Source: an optimization exercise on an open RTL-to-GDS flow (aim: small area, a short achievable clock period and few clock cycles per item). Production flows keep margins and buffers that such runs may drop. At most, simulation tests tie the RTL to the original design; equivalence was not proved. Function not checked in run 1: the RTL went through the layout flow alone. Power figures rest on the tool's default switching activity, not on a simulated workload.

==> flow/design.v <==
package tpu_pkg;
        localparam int ARRAY_DIM  = 4;
        localparam int DATA_WIDTH = 8;
        typedef logic [DATA_WIDTH-1:0] elem_t;
endpackage
`timescale 1ns/10ps
module tpu_pe
(
        input  logic [7:0] a_in,
        input  logic [7:0] b_in,
        input  logic [7:0] acc_in,
        output logic [7:0] sum
);
        logic pp1, pp2, pp3, pp4, pp5, pp6, pp7, pp8, pp9, pp10, pp11, pp12, pp13, pp14, pp15, pp16, pp17, pp18, pp19, pp20, pp21, pp22, pp23, pp24, pp25, pp26, pp27, pp28, pp29, pp30, pp31, pp32, pp33, pp34, pp35, pp36, s37, c38, s39, c40, s41, c42, s43, c44, s45, c46, s47, c48, s49, c50, s51, c52, s53, c54, s55, c56, s57, c58, s59, c60, s61, c62, s63, c64, s65, c66, s67, c68, s69, c70, s71, c72, s73, c74, s75, c76, s77, c78, s79, c80, s81, c82, s83, c84, s85, c86, x87, x88, x89, x90, x91, x92, x93, x94, x95, x96, x97, x98, x99;
        logic [7:4] row0, row1;
        assign pp1 = ~a_in[0] | ~b_in[0];
        assign pp2 = ~a_in[0] | ~b_in[1];
        assign pp3 = ~a_in[0] | ~b_in[2];
        assign pp4 = ~a_in[0] | ~b_in[3];
        assign pp5 = ~a_in[0] | ~b_in[4];
        assign pp6 = ~a_in[0] | ~b_in[5];
        assign pp7 = ~a_in[0] | ~b_in[6];
        assign pp8 = ~a_in[0] | ~b_in[7];
        assign pp9 = ~a_in[1] | ~b_in[0];
        assign pp10 = ~a_in[1] | ~b_in[1];
        assign pp11 = ~a_in[1] | ~b_in[2];
        assign pp12 = ~a_in[1] | ~b_in[3];
        assign pp13 = ~a_in[1] | ~b_in[4];
        assign pp14 = ~a_in[1] | ~b_in[5];
        assign pp15 = ~a_in[1] | ~b_in[6];
        assign pp16 = ~a_in[2] | ~b_in[0];
        assign pp17 = ~a_in[2] | ~b_in[1];
        assign pp18 = ~a_in[2] | ~b_in[2];
        assign pp19 = ~a_in[2] | ~b_in[3];
        assign pp20 = ~a_in[2] | ~b_in[4];
        assign pp21 = ~a_in[2] | ~b_in[5];
        assign pp22 = ~a_in[3] | ~b_in[0];
        assign pp23 = ~a_in[3] | ~b_in[1];
        assign pp24 = ~a_in[3] | ~b_in[2];
        assign pp25 = ~a_in[3] | ~b_in[3];
        assign pp26 = ~a_in[3] | ~b_in[4];
        assign pp27 = ~a_in[4] | ~b_in[0];
        assign pp28 = ~a_in[4] | ~b_in[1];
        assign pp29 = ~a_in[4] | ~b_in[2];
        assign pp30 = ~a_in[4] | ~b_in[3];
        assign pp31 = ~a_in[5] | ~b_in[0];
        assign pp32 = ~a_in[5] | ~b_in[1];
        assign pp33 = ~a_in[5] | ~b_in[2];
        assign pp34 = ~a_in[6] | ~b_in[0];
        assign pp35 = ~a_in[6] | ~b_in[1];
        assign pp36 = ~a_in[7] | ~b_in[0];
        assign s37 = pp1 ^ acc_in[0];
        assign c38 = pp1 & acc_in[0];
        assign s39 = pp2 ^ pp9 ^ acc_in[1];
        assign c40 = (pp2 & pp9) | (pp2 & acc_in[1]) | (pp9 & acc_in[1]);
        assign s41 = c38 ^ s39;
        assign c42 = c38 & s39;
        assign s43 = pp10 ^ pp16 ^ pp3;
        assign c44 = (pp10 & pp16) | (pp10 & pp3) | (pp16 & pp3);
        assign s45 = acc_in[2] ^ s43 ^ c40;
        assign c46 = (acc_in[2] & s43) | (acc_in[2] & c40) | (s43 & c40);
        assign s47 = c42 ^ s45;
        assign c48 = c42 & s45;
        assign s49 = pp11 ^ pp17 ^ pp22;
        assign c50 = (pp11 & pp17) | (pp11 & pp22) | (pp17 & pp22);
        assign s51 = pp4 ^ acc_in[3] ^ c44;
        assign c52 = (pp4 & acc_in[3]) | (pp4 & c44) | (acc_in[3] & c44);
        assign s53 = s49 ^ s51 ^ c46;
        assign c54 = (s49 & s51) | (s49 & c46) | (s51 & c46);
        assign s55 = c48 ^ s53;
        assign c56 = c48 & s53;
        assign s57 = pp12 ^ pp18 ^ pp23;
        assign c58 = (pp12 & pp18) | (pp12 & pp23) | (pp18 & pp23);
        assign s59 = pp27 ^ pp5 ^ acc_in[4];
        assign c60 = (pp27 & pp5) | (pp27 & acc_in[4]) | (pp5 & acc_in[4]);
        assign s61 = c50 ^ s57 ^ c52;
        assign c62 = (c50 & s57) | (c50 & c52) | (s57 & c52);
        assign s63 = s59 ^ s61 ^ c54;
        assign c64 = (s59 & s61) | (s59 & c54) | (s61 & c54);
        assign s65 = pp13 ^ pp19 ^ pp24;
        assign c66 = (pp13 & pp19) | (pp13 & pp24) | (pp19 & pp24);
        assign s67 = pp28 ^ pp31 ^ pp6;
        assign c68 = (pp28 & pp31) | (pp28 & pp6) | (pp31 & pp6);
        assign s69 = acc_in[5] ^ c58 ^ s65;
        assign c70 = (acc_in[5] & c58) | (acc_in[5] & s65) | (c58 & s65);
        assign s71 = s67 ^ c60 ^ s69;
        assign c72 = (s67 & c60) | (s67 & s69) | (c60 & s69);
        assign s73 = c62 ^ s71;
        assign c74 = c62 & s71;
        assign s75 = pp14 ^ pp20 ^ pp25;
        assign c76 = (pp14 & pp20) | (pp14 & pp25) | (pp20 & pp25);
        assign s77 = pp29 ^ pp32 ^ pp34;
        assign c78 = (pp29 & pp32) | (pp29 & pp34) | (pp32 & pp34);
        assign s79 = pp7 ^ acc_in[6] ^ c66;
        assign c80 = (pp7 & acc_in[6]) | (pp7 & c66) | (acc_in[6] & c66);
        assign s81 = c68 ^ s75 ^ s77;
        assign c82 = (c68 & s75) | (c68 & s77) | (s75 & s77);
        assign s83 = c70 ^ s79 ^ s81;
        assign c84 = (c70 & s79) | (c70 & s81) | (s79 & s81);
        assign s85 = c72 ^ s83;
        assign c86 = c72 & s83;
        assign x87 = pp15 ^ pp21;
        assign x88 = pp26 ^ pp30;
        assign x89 = pp33 ^ pp35;
        assign x90 = pp36 ^ pp8;
        assign x91 = x87 ^ x88;
        assign x92 = x89 ^ x90;
        assign x93 = acc_in[7] ^ c76;
        assign x94 = c78 ^ x91;
        assign x95 = x92 ^ x93;
        assign x96 = x94 ^ c80;
        assign x97 = x95 ^ c82;
        assign x98 = x96 ^ x97;
        assign x99 = x98 ^ c84;
        assign sum[0] = s37;
        assign sum[1] = s41;
        assign sum[2] = s47;
        assign sum[3] = s55;
        assign row0[4] = c56;
        assign row1[4] = s63;
        assign row0[5] = s73;
        assign row1[5] = c64;
        assign row0[6] = c74;
        assign row1[6] = s85;
        assign row0[7] = x99;
        assign row1[7] = c86;
        assign sum[7:4] = row0[7:4] + row1[7:4];
endmodule
`timescale 1ns/10ps
module tpu_top
(
        input  logic clk,
        input  logic rst_n,
        input  logic in_valid,
        input  logic [31:0] a,
        input  logic [31:0] b,
        input  logic out_ready,
        output logic in_ready,
        output logic [31:0] out,
        output logic out_valid,
        output logic done
);
        localparam int N = 4;
        localparam int W = 8;
        logic [1:0]     kin;             
        logic [N-1:0]   orow;            
        logic [N*W-1:0] obuf [1:N-1];    
        logic [N*W-1:0] acc0;            
        logic [N*W-1:0] c_row [1:N-1];   
        logic first, last, ob_free, xfer, in_fire, out_fire;
        assign first    = (kin == 2'd0);
        assign last     = (kin == 2'd3);
        assign ob_free  = !out_valid || (orow[N-1] && out_ready);
        assign in_ready = first ? (!orow[0] || out_ready) :
                          last  ? ob_free : 1'b1;
        assign in_fire  = in_valid && in_ready;
        assign xfer     = in_fire && last;
        assign out_valid = |orow;
        assign out_fire  = out_valid && out_ready;
        always_comb begin
                out = ~acc0 & {(N*W){orow[0]}};
                for (int r = 1; r < N; r++) begin
                        out = out | (~obuf[r] & {(N*W){orow[r]}});
                end
        end
        always_ff @(posedge clk or negedge rst_n) begin
                if (!rst_n) begin
                        kin  <= 2'd0;
                        orow <= '0;
                        done <= 1'b0;
                end else begin
                        done <= out_fire && orow[N-1];
                        if (in_fire) begin
                                kin <= kin + 2'd1;
                        end
                        if (xfer) begin
                                orow <= 4'b0001;
                        end else if (out_fire) begin
                                orow <= {orow[N-2:0], 1'b0};
                        end
                end
        end
        always_ff @(posedge clk) begin
                if (xfer) begin
                        for (int r = 1; r < N; r++) begin
                                obuf[r] <= c_row[r];
                        end
                end
        end
        for (genvar i = 0; i < N; i++) begin : g_row
                for (genvar j = 0; j < N; j++) begin : g_col
                        logic [W-1:0] acc, sum;
                        tpu_pe u_pe (
                                .a_in   (a[(N-1-i)*W +: W]),
                                .b_in   (b[(N-1-j)*W +: W]),
                                .acc_in (first ? 8'd251 : acc),
                                .sum    (sum)
                        );
                        always_ff @(posedge clk) begin
                                if (in_fire) begin
                                        acc <= sum;
                                end
                        end
                        if (i == 0) begin : g_out0
                                assign acc0[(N-1-j)*W +: W] = acc;
                        end else begin : g_sum
                                assign c_row[i][(N-1-j)*W +: W] = sum;
                        end
                end
        end
endmodule
==> flow/flow/run.sh <==
#!/bin/bash
# The standard layout with two changes:
# - the port buffers that buffer_ports inserts are sky130_fd_sc_hd__buf_4 instead of the
#   library's default pick, so the input ports can drive their fanout; every port still
#   gets its own buffer;
# - synthesis is the standard flow's own script (synth_recipe.tcl) except that Yosys's synth skips its
#   generic ABC pass (-noabc), so the full and half adders written in the RTL reach
#   extract_fa as written instead of re-expressed with inverters. Everything else (the
#   -nofsm -noshare synth, flattening, renaming, flip-flop mapping and the final ABC
#   mapping) is unchanged, so the registers are the standard synthesis's.
set -euo pipefail
sed '1s/.*/proc synth {args} { yosys synth -nofsm -noshare -noabc {*}$args }/' \
        synth_recipe.tcl > noabc_synth.tcl
sed "s#SYNTH_SCRIPT=[^ ]*#SYNTH_SCRIPT=$PWD/noabc_synth.tcl#" standard.sh > standard_noabc.sh
export BUFFER_PORTS_ARGS="-buffer_cell sky130_fd_sc_hd__buf_4"
bash standard_noabc.sh > standard.log 2>&1
==> flow/standard.sh <==
#!/bin/bash
# synth_recipe.tcl (not shown) runs the flow's synth.tcl, then flattens the netlist and writes it again
# the make line also repeats each setting of config.mk as NAME=value (left out here)
make -C /OpenROAD-flow-scripts/flow DESIGN_CONFIG=/design/flow/config.mk WORK_HOME=/design/flow/orfs CLKGATE_MAP_FILE= SYNTH_SCRIPT=/design/flow/synth_recipe.tcl "${@:-finish}"
==> flow/config.mk <==
export PLATFORM = sky130hd
export DESIGN_NAME = tpu_top
export DESIGN_NICKNAME = tpu_top
export VERILOG_FILES = /design/flow/design.v
export SDC_FILE = /design/flow/constraint.sdc
export NUM_CORES = 4
export LEC_CHECK = 0
export CAP_MARGIN = 20
export CORE_MARGIN = 2
export CORE_UTILIZATION = 40
export PLACE_DENSITY = 0.6
export SETUP_SLACK_MARGIN = 1.0
export SLEW_MARGIN = 20
==> flow/constraint.sdc <==
create_clock -name core_clock -period 5.0 [get_ports {clk}]
set_input_delay 1.0000 -clock core_clock [delete_from_list [all_inputs] [get_ports {clk}]]
set_output_delay 1.0000 -clock core_clock [all_outputs]
set_load 0.01 [all_outputs]
==> results of run 1 <==
-- metrics by stage --
step           setup slack (ns)  total power, W
2_1_floorplan             0.811          0.0167
3_3_place_gp              0.408          0.0200
3_5_place_dp              0.369          0.0205
4_1_cts                   0.986          0.0231
5_1_grt                   0.930          0.0252
6_report                   1.05          0.0232
-- layout make-up --
cell class | count | area (um^2) | area share
repair buffers | 175 | 1610 | 0.0613
flip-flops and latches | 231 | 6900 | 0.263
clock inverters | 22 | 259 | 0.00986
inverters | 7 | 26.3 | 0.00100
well taps | 696 | 871 | 0.0331
clock buffers | 31 | 733 | 0.0279
multi-input cells | 1540 | 15900 | 0.604
-- metal layers --
| metal | GRT usage | vias to the layer above | share of wire |
|---|---|---|---|
| met1 | 0.317 | 7741 | 0.42 |
| met5 | 0 | - | 0 |
| met4 | 0.0583 | 0 | 0.023 |
| met3 | 0.0360 | 92 | 0.073 |
| li1 | - | 6369 | - |
| met2 | 0.378 | 522 | 0.48 |
-- registers in the layout, summed over array words and instances (netlist names) --
signal           cells
done                 1
g_row.g_col.acc    128
kin                  2
obuf                96
orow                 4
-- synthesized netlist by cell type, types with 3 or more instances --
master,count
ha_1,146
clkbuf_2,5
xnor3_1,32
a21oi_1,17
buf_1,30
or2_2,128
o22ai_1,65
xor2_1,54
dfrtp_1,7
inv_1,7
xnor2_1,139
fa_1,320
buf_2,20
a21o_1,16
nor2_2,6
edfxtp_1,224
nor2_1,13
nand2_1,577
nor2b_1,16
mux2i_1,3
clkbuf_1,82
-- cells by family (layout without fill, tap and decap cells) --
kind of cell / Yosys count / after routing / synth area share
flops: 231 / 231 / 0.314
compound gates: 99 / 99 / 0.0282
xor+xnor: 225 / 225 / 0.110
fa+ha+maj: 466 / 466 / 0.374
mux: 4 / 4 / 0.00188
simple gates: 746 / 746 / 0.145
buf+inv: 146 / 235 / 0.0269
-- where the power goes --
part | total (W) | internal [W] | switching, W
clock | 0.00224 | 0.00132 | 0.000912
sequential | 0.00505 | 0.00474 | 0.000310
combinational | 0.0159 | 0.00832 | 0.00762
total | 0.0232 | 0.0144 | 0.00884
-- what timing repair did --
action | 4_1_cts | 5_1_grt
setup buffers | 18 | 23
endpoints found under the setup margin | 32 | 28
gates cloned | 1 | 1
pin swaps | 29 | 84
resized for setup | 16 | 62
hold buffers | 0 | 0
-- final timing paths --
path	end	start	cells past startpoint
worst max-delay path	g_row[0].g_col[2].acc[7]	kin[1]	14
worst min-delay path	kin[0]	rst_n	1
worst max register to register	g_row[0].g_col[2].acc[7]	kin[1]	14
worst min register to register	done	orow[3]	1
max in group asynchronous	orow[2]	rst_n	1
min in group core_clock	done	orow[3]	1
-- worst max-delay path, delay by kind of cell, from the launching register on --
family | cells | cell delay [ns]
AO/OA/AOI/OAI | 2 | 0.28
XOR/XNOR | 2 | 0.43
adder cells (fa/ha/maj) | 5 | 1.79
buffers and inverters | 4 | 0.50
flip-flops | 1 | 0.37
AND/OR/NAND/NOR | 1 | 0.32
==> impl_metrics.csv, run 1 <==
group,metric,value,unit
placed_design,hpwl,43500,um
power_and_ir_drop,p_leak,9.85,nW
critical_path,path_common_cell,"fa_2",
critical_path,critical_path_required,5.31,ns
critical_path,crit_path_end_kind,"flip-flop",
drt,vias,14700,
drt,vias_per_cell,5.45,
cts,htreeDepth,1,
run_status,status,"no timing/DRC/antenna violations",
critical_path,worstPathMaxFanout,8,
final_layout,final_area,0.0263,mm^2
min_path,hold_class,"in -> async",
cts,clk_latency,0.57,ns
cts,clkTransAtPathRegs,0.06,ns
global_routing,grt_max_degree,99,
sta,fin_crit_sh,0.789,
drt,routedWlPerCell,23.5,um
critical_path,critical-path-max-stage-delay,0.51,ns
critical_path,slowest_stage,"fa_2",
floorplanning,die_h,238,um
placed_design,place_congestion,0.815,
critical_path,critPathKind,"reg -> reg",
synthesis,synth_edf_count,224,
floorplanning,die_w,238,um
critical_path,crit_chain,"inv_2 -> ha_4 -> buf_12 -> buf_4 -> clkbuf_16 -> or2_2 -> fa_2 -> fa_2 -> fa_2 -> ha_4 -> a21o_1 -> a21oi_2 -> xnor3_1 -> xnor3_1",
placed_design,place_area,0.0246,mm^2
synthesis,synth_area_leaders,"edfxtp_1 31%, fa_1 29%, nand2_1 9.8%, ha_1 8.3%, xnor2_1 5.5%",
synthesis,synth.distinct_cells,31,
sta,hold_viol_final,0,
drt,remaining_drc_errors,0,
synthesis,synth_top_area_share,0.306,
sta,skew,0.0175,ns
critical_path,cp-start-kind,"flip-flop",
floorplanning,num_io_pins,103,
sta,worst_pin_slew,1.07,ns
floorplanning,start_util,0.406,
cts,tritoncts,"built",
global_routing,antenna_found_initial,2,
synthesis,synth-main-ff-cell,"edfxtp_1",
synthesis,synth_seq_area_share,0.314,
sta,rsz0062_at_grt,"yes",
placed_design,dp.cells,2606,
cts,clockBufferDepth,3,
sta,tns,0,ns
drt,final_antenna_net_count,0,
power_and_ir_drop,power.density,884,mW/mm^2
sta,period_needed,3.95,ns
synthesis,synth_fp_nets,2451,
final_layout,mostFrequentLayoutCells,"542 x nand2_1, 224 x edfxtp_1, 215 x fa_1",
critical_path,worst-endpoint-arrival,4.26,ns
synthesis,syn_avg_cell_area,11.5,um^2
synthesis,yosys_warnings,3,
global_routing,grt_pass1_vias,16300,
drt,first_iter_violations,1040,
job,maxCapViolations,0,
floorplanning,die-area,0.0569,mm^2
final_layout,final_util,0.485,
final_layout,antenna_cells,0,
synthesis,syn_inst,1917,
synthesis,synthArstFlopShare,0.0303,
final_layout,nets,2518,
power_and_ir_drop,irDropWorstVdd,0.000435,V
floorplanning,rows,85,
drt,wirelength,63500,um
sta,holdWs,0.230,ns
global_routing,grt_pass1_wl,98300,um
critical_path,rrSetupSlack,1.05,ns
final_layout,area_delta_synth_final,19.5,%
sta,finalSetupViolations,0,
sta,relSlewSlack,0.286,
sta,final_max_slew_viol_count,0,
final_layout,finalNonFillerCells,2702,
cts,root_buffer,"clkbuf_16",
cts,cts_buffers,29,
global_routing,grt_overflow_total,0,
global_routing,grt.total_usage,0.229,
cts,cts_sinks,231,
floorplanning,core,0.0541,mm^2
synthesis,synth_seq_cells,231,
sta,fmax,253,MHz
final_layout,final_common_cell,"nand2_1",
synthesis,syn_area,0.0220,mm^2
synthesis,synth_top_cell_by_area,"edfxtp_1",
final_layout,final_layout_size_suffix_gt1_frac,0.293,
final_layout,fill_cells,4734,
placed_design,port_buffers,102,
drt,first_pass_iters,5,
==> inputs of run 2 (changes only) <==
--- a/flow/design.v
+++ b/flow/design.v
@@ -13,4 +13,5 @@
 );
-        logic pp1, pp2, pp3, pp4, pp5, pp6, pp7, pp8, pp9, pp10, pp11, pp12, pp13, pp14, pp15, pp16, pp17, pp18, pp19, pp20, pp21, pp22, pp23, pp24, pp25, pp26, pp27, pp28, pp29, pp30, pp31, pp32, pp33, pp34, pp35, pp36, s37, c38, s39, c40, s41, c42, s43, c44, s45, c46, s47, c48, s49, c50, s51, c52, s53, c54, s55, c56, s57, c58, s59, c60, s61, c62, s63, c64, s65, c66, s67, c68, s69, c70, s71, c72, s73, c74, s75, c76, s77, c78, s79, c80, s81, c82, s83, c84, s85, c86, x87, x88, x89, x90, x91, x92, x93, x94, x95, x96, x97, x98, x99;
+        logic pp1, pp2, pp3, pp4, pp5, pp6, pp7, pp8, pp9, pp10, pp11, pp12, pp13, pp14, pp15, pp16, pp17, pp18, pp19, pp20, pp21, pp22, pp23, pp24, pp25, pp26, pp27, pp28, pp29, pp30, pp31, pp32, pp33, pp34, pp35, pp36, s37, c38, s39, c40, s41, c42, s43, c44, s45, c46, s47, c48, s49, c50, s51, c52, s53, c54, s55, c56, s57, c58, s59, c60, s61, c62, s63, c64, s65, c66, s67, c68, s69, c70, s71, c72, s73, c74, s75, c76, s77, c78, s79, c80, s81, c82, s83, c84, s85, c86, x87, x88, x89, x90, x91, x92, x93, x94, x95, x96, x97, x98, x99, x100;
         logic [7:4] row0, row1;
+        logic top, c7;
         assign pp1 = ~a_in[0] | ~b_in[0];
@@ -101,15 +102,16 @@
         assign c86 = c72 & s83;
-        assign x87 = pp15 ^ pp21;
-        assign x88 = pp26 ^ pp30;
-        assign x89 = pp33 ^ pp35;
-        assign x90 = pp36 ^ pp8;
-        assign x91 = x87 ^ x88;
-        assign x92 = x89 ^ x90;
-        assign x93 = acc_in[7] ^ c76;
-        assign x94 = c78 ^ x91;
-        assign x95 = x92 ^ x93;
-        assign x96 = x94 ^ c80;
-        assign x97 = x95 ^ c82;
-        assign x98 = x96 ^ x97;
-        assign x99 = x98 ^ c84;
+        tpu_x u_x87 (.a(pp15), .b(pp21), .y(x87));
+        tpu_x u_x88 (.a(pp26), .b(pp30), .y(x88));
+        tpu_x u_x89 (.a(pp33), .b(pp35), .y(x89));
+        tpu_x u_x90 (.a(pp36), .b(pp8), .y(x90));
+        tpu_x u_x91 (.a(x87), .b(x88), .y(x91));
+        tpu_x u_x92 (.a(x89), .b(x90), .y(x92));
+        tpu_x u_x93 (.a(acc_in[7]), .b(c76), .y(x93));
+        tpu_x u_x94 (.a(c78), .b(x91), .y(x94));
+        tpu_x u_x95 (.a(x92), .b(x93), .y(x95));
+        tpu_x u_x96 (.a(x94), .b(c80), .y(x96));
+        tpu_x u_x97 (.a(x95), .b(c82), .y(x97));
+        tpu_x u_x98 (.a(x96), .b(x97), .y(x98));
+        tpu_x u_x99 (.a(x98), .b(c84), .y(x99));
+        tpu_x u_x100 (.a(x99), .b(c86), .y(x100));
         assign sum[0] = s37;
@@ -124,5 +126,13 @@
         assign row1[6] = s85;
-        assign row0[7] = x99;
-        assign row1[7] = c86;
-        assign sum[7:4] = row0[7:4] + row1[7:4];
+        assign top = x100;
+        assign {c7, sum[6:4]} = {1'b0, row0[6:4]} + {1'b0, row1[6:4]};
+        tpu_x u_top (.a(top), .b(c7), .y(sum[7]));
+endmodule
+module tpu_x
+(
+        input  logic a,
+        input  logic b,
+        output logic y
+);
+        assign y = a ^ b;
 endmodule
--- a/flow/flow/run.sh
+++ b/flow/flow/run.sh
@@ -2,3 +2,3 @@
 # The standard layout with two changes:
-# - the port buffers that buffer_ports inserts are sky130_fd_sc_hd__buf_4 instead of the
+# - the port buffers that buffer_ports inserts are sky130_fd_sc_hd__buf_8 instead of the
 #   library's default pick, so the input ports can drive their fanout; every port still
@@ -14,3 +14,3 @@
 sed "s#SYNTH_SCRIPT=[^ ]*#SYNTH_SCRIPT=$PWD/noabc_synth.tcl#" standard.sh > standard_noabc.sh
-export BUFFER_PORTS_ARGS="-buffer_cell sky130_fd_sc_hd__buf_4"
+export BUFFER_PORTS_ARGS="-buffer_cell sky130_fd_sc_hd__buf_8"
 bash standard_noabc.sh > standard.log 2>&1
--- a/flow/config.mk
+++ b/flow/config.mk
@@ -13 +13,2 @@
 export SLEW_MARGIN = 20
+export SYNTH_HIERARCHICAL = 1
==> run 2 against run 1 <==
Against the previous run: via count fell by 0.22%; core utilization fell by 2.8 points; global-route usage fell by 0.91 points; clock-buffer cell count rose by 1; critical path type unchanged; largest power group unchanged; highest routed layer unchanged.
==> impl_metrics.csv, run 2 <==
group,metric,value,unit
sta,rsz0062_at_grt,"no",
critical_path,crit_start,"kin[1]",
final_layout,fill_cells,4949,
cts,cts_sinks,231,
cts,cts_buffers,29,
final_layout,final_common_cell,"nand2_1",
placed_design,hpwl,38100,um
run_status,status,"no timing/DRC/antenna violations",
synthesis,synth_top_cell_by_area,"edfxtp_1",
cts,htreeDepth,1,
critical_path,critPathKind,"reg -> reg",
floorplanning,die-area,0.0571,mm^2
sta,worst_pin_slew,0.843,ns
drt,final_antenna_net_count,0,
cts,tritoncts,"built",
sta,worst_slack,1.10,ns
sta,tns,0,ns
placed_design,dp_slack,0.709,ns
critical_path,r2r_start,"kin[1]",
final_layout,area_delta_synth_final,13.5,%
cts,clk_latency,0.58,ns
critical_path,worst-endpoint-arrival,4.20,ns
synthesis,synth_seq_cells,231,
synthesis,synth.distinct_cells,25,
critical_path,critical_path_required,5.30,ns
placed_design,place_congestion,0.809,
global_routing,grt_overflow_total,0,
sta,finalSetupViolations,0,
drt,routedWlPerCell,22.3,um
drt,vias,14700,
final_layout,max_flop_register,"g_row.g_col.acc",
critical_path,cp-start-kind,"flip-flop",
synthesis,synth_area_leaders,"edfxtp_1 30%, fa_1 29%, xor2_1 10%, nand2_1 10%, ha_1 8.3%",
cts,root_buffer,"clkbuf_16",
synthesis,syn_area,0.0221,mm^2
drt,vias_per_cell,5.42,
final_layout,largestRegisters,"g_row.g_col.acc (128), obuf (96), orow (4)",
critical_path,worstPathMaxFanout,9,
drt,first_iter_violations,1057,
cts,clkTransAtPathRegs,0.06,ns
sta,fin_crit_sh,0.780,
final_layout,nets,2516,
synthesis,syn_inst,1951,
power_and_ir_drop,power.density,790,mW/mm^2
synthesis,synth_commonest_cells,"594 x nand2_1, 320 x fa_1, 256 x xor2_1",
floorplanning,core,0.0548,mm^2
cts,clockBufferDepth,3,
sta,fmax,256,MHz
final_layout,largest_register_ffs,128,
power_and_ir_drop,irDropWorstVdd,0.000495,V
floorplanning,start_util,0.403,
floorplanning,num_io_pins,103,
drt,remaining_drc_errors,0,
synthesis,synth_seq_area_share,0.313,
placed_design,port_buffers,102,
global_routing,grt_max_degree,129,
sta,period_needed,3.90,ns
global_routing,grt.total_usage,0.220,
synthesis,synth_fp_nets,2485,
drt,wirelength,60500,um
job,maxCapViolations,0,
power_and_ir_drop,p_leak,9.60,nW
final_layout,mostFrequentLayoutCells,"594 x nand2_1, 285 x fa_1, 256 x xor2_1",
floorplanning,die_w,239,um
global_routing,grt_pass1_wl,95200,um
critical_path,crit_path_end_kind,"flip-flop",
global_routing,grt_pass1_vias,16200,
synthesis,yosysMostFrequentCell,"nand2_1",
synthesis,synth-main-ff-cell,"edfxtp_1",
sta,final_max_slew_viol_count,0,
synthesis,synth_top_area_share,0.305,
final_layout,final_layout_size_suffix_gt1_frac,0.178,
global_routing,antenna_found_initial,2,
drt,first_pass_iters,5,
synthesis,synthArstFlopShare,0.0303,
min_path,hold_class,"in -> async",
synthesis,synth_edf_count,224,
sta,hold_viol_final,0,
sta,relSlewSlack,0.438,
floorplanning,rows,86,
sta,skew,0.0232,ns
final_layout,antenna_cells,0,
synthesis,syn_avg_cell_area,11.3,um^2
floorplanning,die_h,239,um
synthesis,yosys_warnings,9,
## run 2: cell count changes after synthesis, sizes merged, moves of 2 or more
cell    change
a21o       -16
buf        +47
clkbuf     -63
inv         +2
nand2      +17
nand3      +15
nor2       -16
or2        +16
xnor2     -138
xnor3      -32
xor2      +202
## run 2: cell type report
type	instances	area [um^2]	share of cell area
well taps	704	881	0.0352
clock buffers	32	737	0.0294
repair buffers	123	1790	0.0713
flip-flops and latches	231	6900	0.276
clock inverters	22	181	0.00724
inverters	9	37.5	0.00150
multi-input cells	1588	14500	0.580
## run 2: worst max-delay path, stage by stage, from the launching register on
cell     delay, ns
dfrtp_1       0.36
inv_1         0.08
ha_4          0.18
buf_12        0.16
or2_2         0.32
fa_2          0.42
fa_2          0.38
fa_1          0.46
fa_1          0.49
ha_1          0.23
fa_1          0.39
xor2_1        0.17
## run 2: layer usage
layer / vias up / routed length (um) / share of wire / global-route usage
met2: 566 / 29000 / 0.48 / 0.365
met4: 0 / 1510 / 0.025 / 0.0566
met3: 106 / 4360 / 0.072 / 0.0398
li1: 6380 / - / - / -
met1: 7640 / 25600 / 0.42 / 0.298
met5: - / 0 / 0 / 0
## run 2: metrics by stage
stage                     cell area [um^2]  utilization  instances  total power, W  hold WS, ns
after floorplan                      22200            -       1951          0.0145        0.473
after global routing                 25000        0.457       2709          0.0217        0.181
after global placement               23900        0.437       2646          0.0172        0.488
after detailed placement             23900        0.437       2646          0.0175        0.499
after CTS                            24900        0.455       2707          0.0199        0.171
final                                25000        0.457       2709          0.0198        0.196
## run 2: path summary, 6_finish.rpt
path	slack, ns	endpoint	cells past startpoint
worst max-delay path	1.10	g_row[2].g_col[2].acc[6]	11
worst min-delay path	0.20	done	1
worst max register to register	1.10	g_row[2].g_col[2].acc[6]	11
worst min register to register	0.57	kin[0]	2
max in group asynchronous	4.70	orow[3]	1
min in group core_clock	0.57	kin[0]	2
## run 2: per-module statistics from Yosys, one instance, submodules excluded
module	flops+latches	cells inside	cell area, um^2	copies in the design
tpu_top	231	511	8600	1
tpu_x	0	1	8.76	240
tpu_pe	0	75	711	16
## run 2: cells by family after synthesis
logic type	after synthesis	synth area share
AND/OR/NAND/NOR	778	0.152
AO/OA/AOI/OAI	83	0.0229
buffers and inverters	132	0.0351
adder cells (fa/ha/maj)	466	0.373
multiplexers	4	0.00204
flip-flops	231	0.313
XOR/XNOR	257	0.102
## run 2: power by group
part	internal [W]	leakage, nW	total [W]	switching (W)
Sequential	0.00476	2.21	0.00505	0.000288
Combinational	0.00575	6.94	0.0127	0.00694
Clock	0.00117	0.440	0.00204	0.000871
## run 2: timing repair
action                                 4_1_cts  5_1_grt
pin swaps                                    1        0
setup buffers                                7        1
hold buffers                                 0        0
endpoints found under the hold margin        0        0
resized for setup                            0       23
setup endpoints to repair                   84       63
Testbench counts of run 2, summed over its fixed seeds: cycles 1,320, jobs 320.
==> inputs of run 3 (changes only) <==
--- a/flow/flow/run.sh
+++ b/flow/flow/run.sh
@@ -2,3 +2,3 @@
 # The standard layout with two changes:
-# - the port buffers that buffer_ports inserts are sky130_fd_sc_hd__buf_8 instead of the
+# - the port buffers that buffer_ports inserts are sky130_fd_sc_hd__buf_4 instead of the
 #   library's default pick, so the input ports can drive their fanout; every port still
@@ -14,3 +14,3 @@
 sed "s#SYNTH_SCRIPT=[^ ]*#SYNTH_SCRIPT=$PWD/noabc_synth.tcl#" standard.sh > standard_noabc.sh
-export BUFFER_PORTS_ARGS="-buffer_cell sky130_fd_sc_hd__buf_8"
+export BUFFER_PORTS_ARGS="-buffer_cell sky130_fd_sc_hd__buf_4"
 bash standard_noabc.sh > standard.log 2>&1
--- a/flow/config.mk
+++ b/flow/config.mk
@@ -9,4 +9,4 @@
 export CORE_MARGIN = 2
-export CORE_UTILIZATION = 40
-export PLACE_DENSITY = 0.6
+export CORE_UTILIZATION = 55
+export PLACE_DENSITY = 0.7
 export SETUP_SLACK_MARGIN = 1.0
==> run 3 against run 2 <==
Against the previous run: critical endpoint is now g_row[0].g_col[2].acc[6]; design area shrank 4.3%; largest cell class unchanged; routed wire length fell by 5.8%; fmax barely moved; cell count decreased by 7.0%; sequential share of layout area is 1.2 points higher; still clean.
==> impl_metrics.csv, run 3 <==
group,metric,value,unit
final_layout,mostFrequentLayoutCells,"594 x nand2_1, 282 x fa_1, 255 x xor2_1",
synthesis,syn_avg_cell_area,11.3,um^2
final_layout,nets,2512,
cts,root_buffer,"clkbuf_16",
floorplanning,die_w,204,um
final_layout,final_layout_size_suffix_gt1_frac,0.176,
critical_path,path_buf_inv,2,
job,maxCapViolations,0,
synthesis,synth_commonest_cells,"594 x nand2_1, 320 x fa_1, 256 x xor2_1",
power_and_ir_drop,power.density,806,mW/mm^2
sta,fin_crit_sh,0.780,
drt,final_antenna_net_count,0,
final_layout,finalNonFillerCells,2520,
global_routing,grt_overflow_total,0,
synthesis,synth-main-ff-cell,"edfxtp_1",
sta,tns,0,ns
synthesis,yosys_warnings,9,
global_routing,grt_pass1_wl,89700,um
sta,fmax,256,MHz
final_layout,final_common_cell,"nand2_1",
critical_path,worst-endpoint-arrival,4.20,ns
final_layout,final_area,0.0240,mm^2
cts,clk_latency,0.55,ns
critical_path,ff2ff_path_depth,11,
placed_design,dp.cells,2468,
final_layout,largestRegisters,"g_row.g_col.acc (128), obuf (96), orow (4)",
critical_path,reg2reg_to,"g_row[0].g_col[2].acc[6]",
final_layout,antenna_cells,0,
sta,period_needed,3.90,ns
synthesis,synth.distinct_cells,25,
synthesis,synth_seq_cells,231,
critical_path,slowest_stage,"fa_1",
synthesis,synth_top_area_share,0.305,
critical_path,path_common_cell,"fa_1",
sta,worst_pin_slew,1.07,ns
synthesis,synth_fp_nets,2485,
sta,rsz0062_at_grt,"yes",
power_and_ir_drop,irDropWorstVdd,0.000497,V
synthesis,syn_inst,1951,
cts,clockBufferDepth,3,
synthesis,synth_seq_area_share,0.313,
cts,hold_buffers,0,
run_status,status,"no timing/DRC/antenna violations",
synthesis,synth_edf_count,224,
critical_path,cp-start-kind,"flip-flop",
floorplanning,start_util,0.557,
sta,holdWs,0.256,ns
sta,final_max_slew_viol_count,0,
placed_design,place_area,0.0229,mm^2
critical_path,crit_start,"kin[1]",
critical_path,worstPathMaxFanout,11,
cts,clkTransAtPathRegs,0.06,ns
critical_path,critPathKind,"reg -> reg",
sta,skew,0.00846,ns
floorplanning,die-area,0.0417,mm^2
placed_design,port_buffers,102,
synthesis,syn_area,0.0221,mm^2
final_layout,max_flop_register,"g_row.g_col.acc",
placed_design,hpwl,36900,um
drt,first_pass_iters,5,
synthesis,yosysMostFrequentCell,"nand2_1",
drt,vias,14700,
final_layout,area_delta_synth_final,8.58,%
placed_design,place_congestion,0.844,
min_path,hold_class,"in -> async",
sta,relSlewSlack,0.282,
sta,finalSetupViolations,0,
cts,htreeDepth,1,
critical_path,cp_num_cells,11,
power_and_ir_drop,p_leak,9.28,nW
floorplanning,core,0.0396,mm^2
critical_path,crit_chain,"inv_1 -> ha_4 -> buf_12 -> or2_2 -> fa_2 -> fa_2 -> fa_1 -> fa_1 -> ha_1 -> fa_1 -> xor2_1",
drt,remaining_drc_errors,0,
floorplanning,num_io_pins,103,
final_layout,largest_register_ffs,128,
synthesis,synthArstFlopShare,0.0303,
cts,tritoncts,"built",
critical_path,critical_path_required,5.30,ns
synthesis,synth_area_leaders,"edfxtp_1 30%, fa_1 29%, xor2_1 10%, nand2_1 10%, ha_1 8.3%",
global_routing,grt.total_usage,0.283,
critical_path,critical-path-max-stage-delay,0.49,ns
critical_path,rrSetupSlack,1.10,ns
floorplanning,rows,73,
critical_path,r2r_start,"kin[1]",
drt,vias_per_cell,5.84,
floorplanning,die_h,204,um
critical_path,crit_path_end_kind,"flip-flop",
drt,first_iter_violations,1080,
drt,wirelength,57000,um
global_routing,grt_max_degree,100,
synthesis,synth_top_cell_by_area,"edfxtp_1",
global_routing,antenna_found_initial,1,
cts,cts_buffers,27,
drt,routedWlPerCell,22.6,um
sta,hold_viol_final,0,
critical_path,cp_top_family,"adder cells",
cts,cts_sinks,231,
critical_path,endpoint,"g_row[0].g_col[2].acc[6]",
global_routing,grt_pass1_vias,15700,
[run 3: cell counts after synthesis]
Identical to the previous run, type by type.
[run 3: metal layers]
| layer | share of wire | GRT usage |
|---|---|---|
| met1 | 0.42 | 0.406 |
| met2 | 0.47 | 0.453 |
| met3 | 0.080 | 0.0381 |
| met4 | 0.032 | 0.0844 |
| met5 | 0 | 0 |
[run 3: layout make-up]
class,count,area (um^2)
clock buffers,30,687
inverters,9,37.5
repair buffers,121,982
well taps,525,657
fillers,3216,15700
multi-input cells,1588,14500
flip-flops and latches,231,6900
clock inverters,16,159
[run 3: worst min path at each step]
stage          slack [ns]    from  cells past startpoint  endpoint
5_1_grt              0.24   rst_n                      1   orow[0]
2_1_floorplan        0.47  kin[0]                      1    kin[0]
6_report             0.26   rst_n                      1    kin[1]
3_3_place_gp         0.50  kin[0]                      1    kin[0]
3_5_place_dp         0.51  kin[0]                      1    kin[0]
4_1_cts              0.24   rst_n                      1    kin[1]
[run 3: kinds of logic (layout without fill, tap and decap cells)]
| family | Yosys count | after routing | synth area share |
|---|---|---|---|
| AO/OA/AOI/OAI | 83 | 83 | 0.0229 |
| adder cells (fa/ha/maj) | 466 | 466 | 0.373 |
| XOR/XNOR | 257 | 257 | 0.102 |
| buffers and inverters | 132 | 176 | 0.0351 |
| flip-flops | 231 | 231 | 0.313 |
| multiplexers | 4 | 4 | 0.00204 |
| AND/OR/NAND/NOR | 778 | 778 | 0.152 |
[run 3: modules after synthesis, one instance, submodules excluded]
module   copies in the design  flip-flops and latches  area [um^2]  cells
tpu_x                     240                       0         8.76      1
tpu_pe                     16                       0          711     75
tpu_top                     1                     231         8600    511
[run 3: stage by stage]
step                 util  setup WS, ns  power [W]
CTS                 0.603          1.01     0.0193
finish              0.605          1.10     0.0193
global placement    0.579         0.633     0.0165
detailed placement  0.579         0.564     0.0170
floorplan               -         0.534     0.0145
global route        0.605         0.974     0.0211
[run 3: power by group]
part / switching, W / internal, W / leakage (nW)
registers: 0.000287 / 0.00476 / 2.21
clock network: 0.000821 / 0.00113 / 0.404
logic: 0.00688 / 0.00542 / 6.66
[run 3: repair_timing]
item | 4_1_cts | 5_1_grt
pin swaps | 1 | 1
resized for setup | 0 | 29
endpoints found under the hold margin | 0 | 0
buffers inserted | 6 | 0
setup endpoints to repair | 84 | 47
==> inputs of run 4 (changes only) <==
--- a/flow/config.mk
+++ b/flow/config.mk
@@ -9,4 +9,4 @@
 export CORE_MARGIN = 2
-export CORE_UTILIZATION = 55
-export PLACE_DENSITY = 0.7
+export CORE_UTILIZATION = 65
+export PLACE_DENSITY = 0.8
 export SETUP_SLACK_MARGIN = 1.0
==> run 4 against run 3 <==
Against the previous run: combinational power barely moved; fmax fell by 0.65%; synthesized area did not move; sequential power barely moved; first-iteration DRC count rose by 36%; non-clock buffer count rose by 2; cell count fell by 3.1%; synthesized cell count did not move; clock skew rose by 0.0046 ns.
==> impl_metrics.csv, run 4 <==
group,metric,value,unit
critical_path,slowest_stage,"fa_1",
synthesis,synth_fp_nets,2485,
final_layout,final_common_cell,"nand2_1",
power_and_ir_drop,pwr-share-comb,0.643,
placed_design,port_buffers,102,
cts,root_buffer,"clkbuf_16",
drt,first_pass_iters,5,
final_layout,max_flop_register,"g_row.g_col.acc",
critical_path,crit_chain,"inv_1 -> ha_4 -> buf_8 -> or2_2 -> fa_1 -> fa_2 -> fa_1 -> fa_1 -> ha_1 -> fa_1 -> xor2_1",
final_layout,seq_area,0.00690,mm^2
critical_path,worstPathMaxFanout,11,
floorplanning,die-area,0.0354,mm^2
drt,wirelength,56100,um
critical_path,critical-path-max-stage-delay,0.49,ns
critical_path,r2r_start,"kin[0]",
synthesis,synth_edf_count,224,
placed_design,dp.cells,2390,
sta,hold_viol_final,0,
final_layout,fill_cells,2336,
synthesis,synth_top_cell_by_area,"edfxtp_1",
global_routing,grt_overflow_total,0,
global_routing,grt_max_degree,100,
floorplanning,die_h,188,um
drt,vias,14900,
final_layout,antenna_cells,0,
synthesis,yosys_warnings,9,
final_layout,nets,2512,
floorplanning,num_io_pins,103,
cts,clk_latency,0.54,ns
final_layout,area_delta_synth_final,7.90,%
global_routing,grt.total_usage,0.326,
final_layout,multi_input_area,0.0145,mm^2
global_routing,antenna_found_initial,0,
drt,final_antenna_net_count,0,
power_and_ir_drop,clock_power_share,0.093,
min_path,hold_class,"in -> async",
cts,tritoncts,"built",
sta,period_needed,3.93,ns
final_layout,largest_register_ffs,128,
critical_path,ff2ff_path_depth,11,
critical_path,path_common_cell,"fa_1",
power_and_ir_drop,p_sw,0.00798,W
synthesis,syn_avg_cell_area,11.3,um^2
critical_path,worst-endpoint-arrival,4.22,ns
power_and_ir_drop,swShare,0.416,
power_and_ir_drop,power.density,805,mW/mm^2
drt,first_iter_violations,1468,
drt,vias_per_cell,6.09,
synthesis,syn_inst,1951,
sta,final_max_slew_viol_count,0,
critical_path,rrSetupSlack,1.07,ns
cts,htreeDepth,1,
final_layout,finalNonFillerCells,2442,
critical_path,crit_path_end_kind,"flip-flop",
power_and_ir_drop,p_leak,9.28,nW
synthesis,yosysMostFrequentCell,"nand2_1",
sta,fmax,255,MHz
synthesis,synth-main-ff-cell,"edfxtp_1",
placed_design,hpwl,36700,um
floorplanning,core,0.0334,mm^2
floorplanning,die_w,188,um
power_and_ir_drop,intPower,0.0112,W
sta,fin_crit_sh,0.785,
critical_path,cp-start-kind,"flip-flop",
synthesis,synth_area_leaders,"edfxtp_1 30%, fa_1 29%, xor2_1 10%, nand2_1 10%, ha_1 8.3%",
final_layout,final_layout_size_suffix_gt1_frac,0.172,
synthesis,synth_commonest_cells,"594 x nand2_1, 320 x fa_1, 256 x xor2_1",
placed_design,place_congestion,0.888,
critical_path,reg2reg_to,"g_row[0].g_col[1].acc[6]",
cts,cts_sinks,231,
floorplanning,rows,67,
power_and_ir_drop,irDropWorstVdd,0.000561,V
critical_path,critical_path_required,5.29,ns
final_layout,mostFrequentLayoutCells,"594 x nand2_1, 289 x fa_1, 256 x xor2_1",
global_routing,grt_pass1_vias,16100,
sta,tns,0,ns
synthesis,synth_seq_cells,231,
drt,remaining_drc_errors,0,
sta,rsz0062_at_grt,"no",
cts,clockBufferDepth,3,
power_and_ir_drop,p_seq_frac,0.264,
floorplanning,start_util,0.660,
sta,worst_pin_slew,1.03,ns
synthesis,synth.distinct_cells,25,
run_status,status,"no timing/DRC/antenna violations",
sta,skew,0.0131,ns
synthesis,syn_area,0.0221,mm^2
final_layout,largestRegisters,"g_row.g_col.acc (128), obuf (96), orow (4)",
drt,routedWlPerCell,23.0,um
cts,clkTransAtPathRegs,0.06,ns
global_routing,grt_pass1_wl,88900,um
cts,cts_buffers,25,
job,maxCapViolations,0,
sta,finalSetupViolations,0,
synthesis,synthArstFlopShare,0.0303,
critical_path,critPathKind,"reg -> reg",
synthesis,synth_top_area_share,0.305,
sta,relSlewSlack,0.312,
synthesis,synth_seq_area_share,0.313,
==> run 4: worst max-delay path: cells and delay by family (launching register included) <==
kind | cells | cell delay (ns)
buffers and inverters | 2 | 0.26
XOR/XNOR | 1 | 0.15
flip-flops | 1 | 0.39
AND/OR/NAND/NOR | 1 | 0.32
adder cells (fa/ha/maj) | 7 | 2.56
==> run 4: worst max path at each step <==
stage,start,to,slack [ns],cells past startpoint
finish,kin[0],g_row[0].g_col[1].acc[6],1.07,11
global placement,a[8],g_row[2].g_col[2].acc[6],0.65,9
CTS,kin[0],g_row[2].g_col[2].acc[6],0.99,11
detailed placement,a[8],g_row[2].g_col[2].acc[6],0.55,9
global route,kin[0],obuf[2][30],0.98,11
floorplan,out_ready,obuf[1][0],0.53,3
==> run 4: timing repair <==
action	in CTS	in global routing
setup endpoints to repair	83	51
pin swaps	1	1
hold buffers	0	0
resized for setup	0	22
buffers inserted	5	3
gates cloned	0	1
==> run 4: Yosys stat by module, one instance, submodules excluded <==
module	area [um^2]	flip-flops and latches
tpu_pe	711	0
tpu_top	8600	231
tpu_x	8.76	0
==> run 4: final cells by class <==
class                      instances  share of cell area
multi-input combinational       1588               0.609
sequential                       231               0.290
timing repair buffer             123              0.0436
clock buffer                      30              0.0271
tap                              448              0.0235
clock inverter                    13             0.00499
inverter                           9             0.00158
==> run 4: per-layer routing <==
metal	up-vias	GRT usage	wire length (um)
li1	6362	-	-
met1	7559	0.444	21600
met2	792	0.519	26300
met3	152	0.0667	5350
met4	0	0.136	2820
met5	-	0	0
==> run 4: power groups by stage <==
stage | clock [W] | sequential [W] | combinational [W]
detailed placement | 0 | 0.00508 | 0.0119
global route | 0.00188 | 0.00514 | 0.0138
CTS | 0.00180 | 0.00506 | 0.0122
floorplan | 0 | 0.00499 | 0.00952
finish | 0.00178 | 0.00506 | 0.0123
global placement | 0 | 0.00505 | 0.0112
==> run 4: logic make-up (layout without fill, tap and decap cells) <==
logic type	after synthesis	after routing	synth area share
fa+ha+maj	466	466	0.373
buf+inv	132	175	0.0351
compound gates	83	83	0.0229
simple gates	778	778	0.152
mux	4	4	0.00204
xor+xnor	257	257	0.102
flops	231	231	0.313
==> run 4: per-stage QoR <==
stage / total power (W) / util / setup WS (ns) / hold slack, ns / cell area (um^2)
after floorplan: 0.0145 / - / 0.534 / 0.473 / 22200
after global placement: 0.0163 / 0.683 / 0.649 / 0.495 / 22900
after detailed placement: 0.0169 / 0.683 / 0.545 / 0.524 / 22900
after CTS: 0.0190 / 0.709 / 0.993 / 0.267 / 23700
after global routing: 0.0208 / 0.712 / 0.983 / 0.266 / 23800
final: 0.0192 / 0.712 / 1.07 / 0.276 / 23800
==> inputs of run 5 (changes only) <==
--- a/flow/config.mk
+++ b/flow/config.mk
@@ -9,4 +9,4 @@
 export CORE_MARGIN = 2
-export CORE_UTILIZATION = 65
-export PLACE_DENSITY = 0.8
+export CORE_UTILIZATION = 40
+export PLACE_DENSITY = 0.6
 export SETUP_SLACK_MARGIN = 1.0
==> run 5 against run 4 <==
Against the previous run: still clean; core utilization shrank 27 points; clock skew about the same; non-clock buffer count increased by 6; worst hold slack worse by 0.032 ns; die area grew 61%; global-route usage fell by 11 points; sequential cell count unchanged; fmax fell by 0.37%; critical endpoint is now obuf[1][30]; highest routed layer unchanged.
==> impl_metrics.csv, run 5 <==
group,metric,value,unit
synthesis,synth_top_area_share,0.305,
drt,routed-wl-met3,4300,um
drt,vias,14700,
critical_path,crit_path_end_kind,"flip-flop",
final_layout,antenna_cells,0,
synthesis,yosysMostFrequentCell,"nand2_1",
critical_path,critical-path-max-stage-delay,0.52,ns
placed_design,place_congestion,0.807,
synthesis,yosys_warnings,9,
sta,finalSetupViolations,0,
critical_path,critPathKind,"in -> reg",
floorplanning,rows,86,
global_routing,grt_pass1_vias,16300,
power_and_ir_drop,power.density,787,mW/mm^2
final_layout,fill_cells,5053,
drt,routedWlPerCell,22.2,um
synthesis,synth.distinct_cells,25,
drt,first_iter_violations,1142,
cts,clkTransAtPathRegs,0.06,ns
sta,rsz0062_at_grt,"no",
global_routing,antenna_found_initial,0,
final_layout,mostFrequentLayoutCells,"594 x nand2_1, 280 x fa_1, 256 x xor2_1",
critical_path,cp_top_family,"adder cells",
drt,final_antenna_net_count,0,
synthesis,synth-main-ff-cell,"edfxtp_1",
global_routing,grt_overflow_total,0,
critical_path,slowest_stage,"fa_1",
final_layout,final_util,0.442,
min_path,hold_class,"in -> async",
cts,cts_buffers,29,
critical_path,worst-endpoint-arrival,4.25,ns
floorplanning,core,0.0548,mm^2
global_routing,grt.total_usage,0.221,
drt,met2_length,28600,um
floorplanning,die-area,0.0571,mm^2
critical_path,path_buf_inv,2,
placed_design,dp.cells,2656,
sta,period_needed,3.94,ns
drt,remaining_drc_errors,0,
synthesis,synth_seq_area_share,0.313,
final_layout,seq_area,0.00690,mm^2
power_and_ir_drop,irDropWorstVdd,0.000459,V
synthesis,synth_seq_cells,231,
final_layout,largest_register_ffs,128,
cts,tritoncts,"built",
synthesis,synth_fp_nets,2485,
critical_path,ff2ff_path_depth,11,
run_status,status,"no timing/DRC/antenna violations",
sta,worst_pin_slew,0.848,ns
synthesis,syn_avg_cell_area,11.3,um^2
synthesis,synth_top_cell_by_area,"edfxtp_1",
sta,skew,0.0132,ns
critical_path,critical_path_required,5.31,ns
drt,drt-met1-wl,25700,um
drt,highest_layer,"met4",
synthesis,synth_area_leaders,"edfxtp_1 30%, fa_1 29%, xor2_1 10%, nand2_1 10%, ha_1 8.3%",
sta,hold_viol_final,0,
sta,relSlewSlack,0.435,
synthesis,synth_commonest_cells,"594 x nand2_1, 320 x fa_1, 256 x xor2_1",
floorplanning,num_io_pins,103,
job,maxCapViolations,0,
cts,clockBufferDepth,3,
final_layout,multi_input_area,0.0145,mm^2
cts,cts_sinks,231,
critical_path,reg2reg_to,"g_row[0].g_col[3].acc[6]",
critical_path,r2r_start,"kin[1]",
final_layout,largestRegisters,"g_row.g_col.acc (128), obuf (96), orow (4)",
critical_path,rrSetupSlack,1.10,ns
sta,fin_crit_sh,0.788,
cts,htreeDepth,1,
drt,vias_per_cell,5.42,
final_layout,nets,2522,
sta,fmax,254,MHz
sta,tns,0,ns
power_and_ir_drop,p_leak,9.32,nW
final_layout,area_delta_synth_final,9.79,%
sta,final_max_slew_viol_count,0,
placed_design,hpwl,38900,um
cts,clk_latency,0.57,ns
critical_path,worstPathMaxFanout,16,
critical_path,crit_chain,"buf_4 -> buf_4 -> nand2_1 -> fa_1 -> fa_2 -> fa_1 -> fa_1 -> ha_1 -> fa_1 -> xor2_1",
final_layout,final_common_cell,"nand2_1",
critical_path,crit_start,"a[16]",
drt,first_pass_iters,5,
placed_design,port_buffers,102,
floorplanning,die_w,239,um
cts,root_buffer,"clkbuf_16",
floorplanning,die_h,239,um
synthesis,synth_edf_count,224,
global_routing,grt_max_degree,129,
synthesis,syn_inst,1951,
final_layout,max_flop_register,"g_row.g_col.acc",
critical_path,path_common_cell,"fa_1",
critical_path,cp-start-kind,"primary input",
final_layout,finalNonFillerCells,2713,
floorplanning,start_util,0.403,
final_layout,final_layout_size_suffix_gt1_frac,0.179,
synthesis,synthArstFlopShare,0.0303,
drt,wirelength,60400,um
synthesis,syn_area,0.0221,mm^2
global_routing,grt_pass1_wl,95800,um
run 5: cell types whose count changed in the layout (fill, tap and decap cells not counted), moves of 2 or more:
cell	delta
buf_6	-2
clkinv_1	+4
clkbuf_16	+3
buf_4	+11
clkbuf_1	+3
clkbuf_8	+2
bufinv_16	-2
fa_2	+9
fa_1	-9
run 5: cell families (layout without fill, tap and decap cells):
group,count (synthesis),count (layout),synth area share
buf+inv,132,190,0.0351
compound gates,83,83,0.0229
flops,231,231,0.313
fa+ha+maj,466,466,0.373
mux,4,4,0.00204
xor+xnor,257,257,0.102
simple gates,778,778,0.152
run 5: where the power goes:
group / total (W) / internal (W) / switching [W]
logic: 0.0121 / 0.00534 / 0.00674
clock network: 0.00194 / 0.00109 / 0.000850
registers: 0.00504 / 0.00476 / 0.000281
total: 0.0191 / 0.0112 / 0.00787
run 5: area by class of cell:
class | instances | area share
timing repair buffer | 129 | 0.0426
clock buffer | 39 | 0.0323
multi-input combinational | 1588 | 0.600
sequential | 231 | 0.285
clock inverter | 13 | 0.00253
tap | 704 | 0.0364
inverter | 9 | 0.00155
run 5: per-module statistics from Yosys (local to each module, per instance):
module,flip-flops and latches,copies in the design,cell area (um^2)
tpu_pe,0,16,711
tpu_top,231,1,8600
tpu_x,0,240,8.76
run 5: worst reg2reg max path: stages (launching register included):
cell and delay, ns:
dfrtp_1 0.37, inv_1 0.08, ha_4 0.19, buf_4 0.17
or2_2 0.32, fa_1 0.46, fa_2 0.39, fa_2 0.41
fa_1 0.48, ha_1 0.23, fa_1 0.38, xor2_1 0.15
run 5: layer usage:
metal	vias up	GRT usage
met4	0	0.0657
met1	7630	0.303
met2	557	0.365
met5	-	0
li1	6385	-
met3	129	0.0326
run 5: worst max-delay path by stage:
stage | to | cells after the start
6_report | obuf[1][30] | 10
5_1_grt | g_row[3].g_col[2].acc[6] | 11
4_1_cts | g_row[1].g_col[3].acc[6] | 11
3_5_place_dp | g_row[1].g_col[0].acc[6] | 10
3_3_place_gp | obuf[3][22] | 9
2_1_floorplan | obuf[1][0] | 3
run 5: metrics by stage:
| step | setup WS (ns) | power [W] | hold slack [ns] | cell area, um^2 |
|---|---|---|---|---|
| 6_report | 1.06 | 0.0191 | 0.244 | 24200 |
| 4_1_cts | 1.02 | 0.0193 | 0.226 | 24200 |
| 3_5_place_dp | 0.529 | 0.0170 | 0.507 | 23200 |
| 5_1_grt | 0.990 | 0.0210 | 0.222 | 24200 |
| 2_1_floorplan | 0.534 | 0.0145 | 0.473 | 22200 |
| 3_3_place_gp | 0.611 | 0.0167 | 0.491 | 23200 |
run 5: what timing repair did:
item / CTS / global route
hold buffers: 0 / 0
setup endpoints to repair: 84 / 46
gates resized for setup: 0 / 28
setup buffers: 5 / 0
pin swaps: 1 / 0
==> inputs of run 6 (changes only) <==
--- a/flow/design.v
+++ b/flow/design.v
@@ -155,2 +155,3 @@
         logic [1:0]     kin;             
+        logic           first;           
         logic [N-1:0]   orow;            
@@ -159,4 +160,3 @@
         logic [N*W-1:0] c_row [1:N-1];   
-        logic first, last, ob_free, xfer, in_fire, out_fire;
-        assign first    = (kin == 2'd0);
+        logic last, ob_free, xfer, in_fire, out_fire;
         assign last     = (kin == 2'd3);
@@ -178,2 +178,3 @@
                         kin  <= 2'd0;
+                        first <= 1'b1;
                         orow <= '0;
@@ -183,3 +184,4 @@
                         if (in_fire) begin
-                                kin <= kin + 2'd1;
+                                kin   <= kin + 2'd1;
+                                first <= last;
                         end
--- a/flow/config.mk
+++ b/flow/config.mk
@@ -9,4 +9,4 @@
 export CORE_MARGIN = 2
-export CORE_UTILIZATION = 40
-export PLACE_DENSITY = 0.6
+export CORE_UTILIZATION = 55
+export PLACE_DENSITY = 0.7
 export SETUP_SLACK_MARGIN = 1.0
==> run 6 against run 5 <==
Against the previous run: first-iteration DRC count is 4.6% higher; routed wire length down 3.0%; cell count shrank 7.1%; critical path depth is 1 lower; via count up 0.59%; synthesized area about the same; die area decreased by 27%; combinational power shrank 5%; largest cell class unchanged; largest power group unchanged.
==> impl_metrics.csv, run 6 <==
group,metric,value,unit
final_layout,fill_cells,3192,
global_routing,grt_pass1_vias,15900,
sta,hold_viol_final,0,
global_routing,grt.total_usage,0.293,
synthesis,synthArstFlopShare,0.0345,
final_layout,seq_area,0.00693,mm^2
final_layout,nets,2509,
drt,wirelength,58600,um
critical_path,rrSetupSlack,1.11,ns
power_and_ir_drop,p_leak,9.35,nW
sta,worst_pin_slew,0.954,ns
floorplanning,num_io_pins,103,
synthesis,syn_area,0.0221,mm^2
sta,worst_slack,1.11,ns
synthesis,yosysMostFrequentCell,"nand2_1",
global_routing,grt_max_degree,101,
min_path,hold_class,"in -> async",
floorplanning,die-area,0.0418,mm^2
cts,cts_buffers,26,
power_and_ir_drop,irDropWorstVdd,0.000567,V
sta,relSlewSlack,0.364,
synthesis,yosys_warnings,9,
floorplanning,start_util,0.556,
job,maxCapViolations,0,
sta,final_max_slew_viol_count,0,
cts,hold_buffers,0,
synthesis,synth_commonest_cells,"594 x nand2_1, 320 x fa_1, 256 x xor2_1",
synthesis,synth.distinct_cells,27,
synthesis,syn_avg_cell_area,11.3,um^2
placed_design,dp_slack,0.592,ns
final_layout,area_delta_synth_final,8.35,%
cts,root_buffer,"clkbuf_16",
cts,clkTransAtPathRegs,0.06,ns
synthesis,synth_fp_nets,2483,
final_layout,final_common_cell,"nand2_1",
run_status,status,"no timing/DRC/antenna violations",
synthesis,synth_top_area_share,0.305,
drt,vias_per_cell,5.87,
sta,skew,0.00896,ns
floorplanning,rows,73,
cts,tritoncts,"built",
cts,cts_sinks,232,
global_routing,antenna_found_initial,0,
global_routing,grt_overflow_total,0,
final_layout,antenna_cells,0,
synthesis,synth-main-ff-cell,"edfxtp_1",
placed_design,hpwl,38300,um
final_layout,multi_input_area,0.0144,mm^2
drt,vias,14800,
final_layout,mostFrequentLayoutCells,"594 x nand2_1, 304 x fa_1, 256 x xor2_1",
critical_path,worstPathMaxFanout,28,
floorplanning,die_w,204,um
sta,fin_crit_sh,0.778,
cts,clockBufferDepth,3,
drt,first_pass_iters,7,
drt,remaining_drc_errors,0,
critical_path,crit_path_end_kind,"flip-flop",
drt,first_iter_violations,1194,
critical_path,critPathKind,"reg -> reg",
critical_path,cp-start-kind,"flip-flop",
final_layout,largest_register_ffs,128,
final_layout,largestRegisters,"g_row.g_col.acc (128), obuf (96), orow (4)",
sta,tns,0,ns
placed_design,place_congestion,0.863,
synthesis,syn_inst,1950,
drt,final_antenna_net_count,0,
power_and_ir_drop,power.density,770,mW/mm^2
synthesis,synth_area_leaders,"edfxtp_1 30%, fa_1 29%, xor2_1 10%, nand2_1 10%, ha_1 8.2%",
critical_path,worst-endpoint-arrival,4.19,ns
floorplanning,die_h,204,um
synthesis,synth_seq_area_share,0.314,
synthesis,synth_edf_count,224,
sta,rsz0062_at_grt,"no",
critical_path,critical_path_required,5.30,ns
cts,clk_latency,0.55,ns
sta,fmax,257,MHz
sta,period_needed,3.89,ns
floorplanning,core,0.0397,mm^2
global_routing,grt_pass1_wl,91600,um
synthesis,synth_seq_cells,232,
cts,htreeDepth,1,
final_layout,final_layout_size_suffix_gt1_frac,0.162,
final_layout,max_flop_register,"g_row.g_col.acc",
placed_design,port_buffers,102,
drt,routedWlPerCell,23.2,um
sta,finalSetupViolations,0,
synthesis,synth_top_cell_by_area,"edfxtp_1",
[run 6: cell types whose count changed after synthesis, sizes merged]
cell | before | now
a21o | 0 | 1
dfstp | 0 | 1
ha | 146 | 145
inv | 9 | 7
[run 6: final cells by class]
type	instances	area share
Multi-Input combinational cell	1588	0.604
Sequential cell	232	0.290
Timing Repair Buffer	121	0.0427
Clock buffer	32	0.0290
Tap cell	525	0.0274
Clock inverter	15	0.00643
Inverter	7	0.00125
[run 6: worst paths after layout]
path,start,end,depth (start not counted)
min in group core_clock,kin[0],kin[0],1
setup reg to reg,first,g_row[0].g_col[3].acc[6],9
hold / removal,rst_n,done,1
setup / recovery,first,g_row[0].g_col[3].acc[6],9
max in group asynchronous,rst_n,first,1
hold reg to reg,kin[0],kin[0],1
[run 6: what timing repair did]
item                                    4_1_cts  5_1_grt
setup buffers                                 5        0
endpoints found under the setup margin       61        1
gates resized for setup                       0        1
pin swaps                                     0        0
[run 6: worst max-delay path, stage by stage, from the launching register on]
cell and delay (ns):
dfstp_4 0.47, buf_12 0.19, or2_2 0.34, fa_1 0.47, fa_2 0.38, fa_1 0.47, fa_1 0.50, ha_1 0.23
fa_1 0.40, xor2_1 0.16
[run 6: per-layer routing]
layer  vias up  GRT usage  routed length [um]
met3       133     0.0607                6050
met4         0      0.117                2540
met5         -          0                   0
met1      7477      0.408               23300
li1       6368          -                   -
met2       810      0.452               26700
[run 6: cell families (layout without fill, tap and decap cells)]
logic type               Yosys count  after routing  share of synthesized area
adder cells (fa/ha/maj)          465            465                      0.372
AND/OR/NAND/NOR                  778            778                      0.152
buffers and inverters            130            175                     0.0348
flip-flops                       232            232                      0.314
AO/OA/AOI/OAI                     84             84                     0.0235
multiplexers                       4              4                    0.00204
XOR/XNOR                         257            257                      0.102
[run 6: power by group]
part	total [W]	switching, W	internal, W
Clock	0.00196	0.000825	0.00114
Combinational	0.0115	0.00648	0.00500
Sequential	0.00498	0.000318	0.00466
[run 6: Yosys stat by module (local to each module, per instance)]
module	cell area, um^2	times used	cells inside
tpu_pe	711	16	75
tpu_top	8620	1	510
tpu_x	8.76	240	1
[run 6: stage by stage]
stage,total power (W),hold slack [ns],cells,util,cell area (um^2)
5_1_grt,0.0201,0.245,2520,0.602,23900
2_1_floorplan,0.0137,0.453,1950,-,22200
4_1_cts,0.0185,0.233,2519,0.602,23900
3_5_place_dp,0.0162,0.478,2467,0.578,23000
6_report,0.0184,0.251,2520,0.602,23900
3_3_place_gp,0.0158,0.471,2467,0.578,23000
Testbench counts of run 6, summed over its fixed seeds: cycles 1,320, jobs 320.
==> inputs of run 7 (changes only) <==
--- a/flow/config.mk
+++ b/flow/config.mk
@@ -11,3 +11,3 @@
 export PLACE_DENSITY = 0.7
-export SETUP_SLACK_MARGIN = 1.0
+export SETUP_SLACK_MARGIN = 0.7
 export SLEW_MARGIN = 20
==> run 7 against run 6 <==
Against the previous run: critical path depth fell by 1; clock skew rose by 0.0092 ns; cell count barely moved; largest cell class unchanged; routed wire length fell by 1.4%; highest routed layer unchanged; critical path type unchanged; synthesized cell count did not move; still clean.
==> impl_metrics.csv, run 7 <==
group,metric,value,unit
floorplanning,num_io_pins,103,
synthesis,synthArstFlopShare,0.0345,
critical_path,critical-path-max-stage-delay,0.75,ns
cts,clockBufferDepth,3,
floorplanning,die_w,204,um
drt,first_iter_violations,1174,
sta,tns,0,ns
synthesis,synth_area_leaders,"edfxtp_1 30%, fa_1 29%, xor2_1 10%, nand2_1 10%, ha_1 8.2%",
critical_path,crit_chain,"or2_2 -> fa_1 -> fa_1 -> fa_1 -> fa_1 -> ha_1 -> fa_1 -> xor2_1",
global_routing,grt_pass1_wl,90800,um
floorplanning,die_h,204,um
global_routing,grt.total_usage,0.288,
power_and_ir_drop,p_leak,9.35,nW
final_layout,final_common_cell,"nand2_1",
critical_path,reg2reg_to,"g_row[3].g_col[0].acc[6]",
synthesis,synth_seq_area_share,0.314,
sta,period_needed,4.18,ns
synthesis,syn_inst,1950,
critical_path,crit_start,"first",
global_routing,grt_pass1_vias,15800,
cts,cts_buffers,27,
synthesis,synth_seq_cells,232,
floorplanning,rows,73,
critical_path,cp-start-kind,"flip-flop",
critical_path,worstPathMaxFanout,95,
final_layout,area_delta_synth_final,8.08,%
critical_path,endpoint,"g_row[3].g_col[0].acc[6]",
drt,routedWlPerCell,22.9,um
synthesis,synth_commonest_cells,"594 x nand2_1, 320 x fa_1, 256 x xor2_1",
final_layout,nets,2511,
synthesis,yosysMostFrequentCell,"nand2_1",
cts,clkTransAtPathRegs,0.06,ns
sta,rsz0062_at_grt,"no",
power_and_ir_drop,p_sw,0.00749,W
drt,final_antenna_net_count,0,
cts,hold_buffers,0,
drt,first_pass_iters,7,
final_layout,final_layout_size_suffix_gt1_frac,0.156,
synthesis,syn_avg_cell_area,11.3,um^2
drt,vias_per_cell,5.83,
power_and_ir_drop,pwr-share-comb,0.612,
floorplanning,start_util,0.556,
final_layout,largest_register_ffs,128,
placed_design,port_buffers,102,
power_and_ir_drop,irDropWorstVdd,0.000598,V
synthesis,yosys_warnings,9,
global_routing,antenna_found_initial,0,
drt,remaining_drc_errors,0,
critical_path,path_buf_inv,0,
sta,finalSetupViolations,0,
critical_path,rrSetupSlack,0.82,ns
final_layout,mostFrequentLayoutCells,"594 x nand2_1, 320 x fa_1, 256 x xor2_1",
min_path,hold_class,"in -> async",
cts,clk_latency,0.55,ns
synthesis,synth-main-ff-cell,"edfxtp_1",
final_layout,antenna_cells,0,
synthesis,synth.distinct_cells,27,
synthesis,synth_fp_nets,2483,
run_status,status,"no timing/DRC/antenna violations",
power_and_ir_drop,clock_power_share,0.112,
sta,fmax,239,MHz
critical_path,worst-endpoint-arrival,4.47,ns
floorplanning,core,0.0397,mm^2
critical_path,critical_path_required,5.29,ns
cts,cts_setup_buffers,0,
cts,cts_resized,0,
synthesis,synth_top_area_share,0.305,
global_routing,grt_max_degree,101,
sta,final_max_slew_viol_count,0,
final_layout,final_util,0.601,
power_and_ir_drop,swShare,0.409,
## run 7: layout make-up
cell class / instances / area (um^2)
clock buffer: 30 / 687
sequential: 232 / 6930
clock inverter: 18 / 223
fill: 3232 / 15900
timing repair buffer: 122 / 941
tap: 525 / 657
inverter: 7 / 30.0
multi-input combinational: 1588 / 14400
## run 7: worst min-delay path by stage
stage / to / slack [ns] / startpoint / cells after the start
global route: done / 0.26 / rst_n / 1
global placement: kin[0] / 0.47 / kin[0] / 1
CTS: done / 0.26 / rst_n / 1
detailed placement: kin[0] / 0.48 / kin[0] / 1
floorplan: kin[0] / 0.45 / kin[0] / 1
finish: orow[0] / 0.27 / rst_n / 1
## run 7: cells by family after synthesis
logic type      Yosys count  synth area share
buf+inv                 130            0.0348
flops                   232             0.314
compound gates           84            0.0235
simple gates            778             0.152
xor+xnor                257             0.102
fa+ha+maj               465             0.372
mux                       4           0.00204
## run 7: per-module statistics from Yosys (local to each module, per instance)
module / flip-flops and latches / copies in the design / cells
tpu_pe: 0 / 16 / 75
tpu_top: 232 / 1 / 510
tpu_x: 0 / 240 / 1
## run 7: power by group through the flow
stage	Sequential (W)	Clock [W]	Combinational [W]
finish	0.00506	0.00205	0.0112
global route	0.00515	0.00214	0.0126
floorplan	0.00488	0	0.00879
detailed placement	0.00507	0	0.0111
CTS	0.00506	0.00207	0.0113
global placement	0.00507	0	0.0107
## run 7: layer usage
| metal | vias to the layer above | wire length, um | part of all wire | global-route usage |
|---|---|---|---|---|
| met5 | - | 0 | 0 | 0 |
| met4 | 0 | 1860 | 0.032 | 0.0846 |
| met3 | 118 | 5130 | 0.089 | 0.0534 |
| met2 | 709 | 28100 | 0.49 | 0.480 |
| met1 | 7506 | 22700 | 0.39 | 0.389 |
| li1 | 6374 | - | - | - |
## run 7: per-stage QoR
stage | setup slack [ns] | hold slack [ns] | cells | cell area (um^2)
after floorplan | 0.514 | 0.453 | 1950 | 22100
after global placement | 0.624 | 0.467 | 2474 | 23000
after detailed placement | 0.523 | 0.476 | 2474 | 23000
after CTS | 0.847 | 0.261 | 2522 | 23900
after global routing | 0.705 | 0.262 | 2522 | 23900
final | 0.823 | 0.274 | 2522 | 23900

Re-timed with assumed drivers on the ports (clkbuf_16 on the clock, buf_2 on other inputs), run 7 has 0.823 ns of setup slack against 0.823 ns with ideal ports, and 0.502 ns once port delays also move by the mid clock arrival of 0.591 ns.
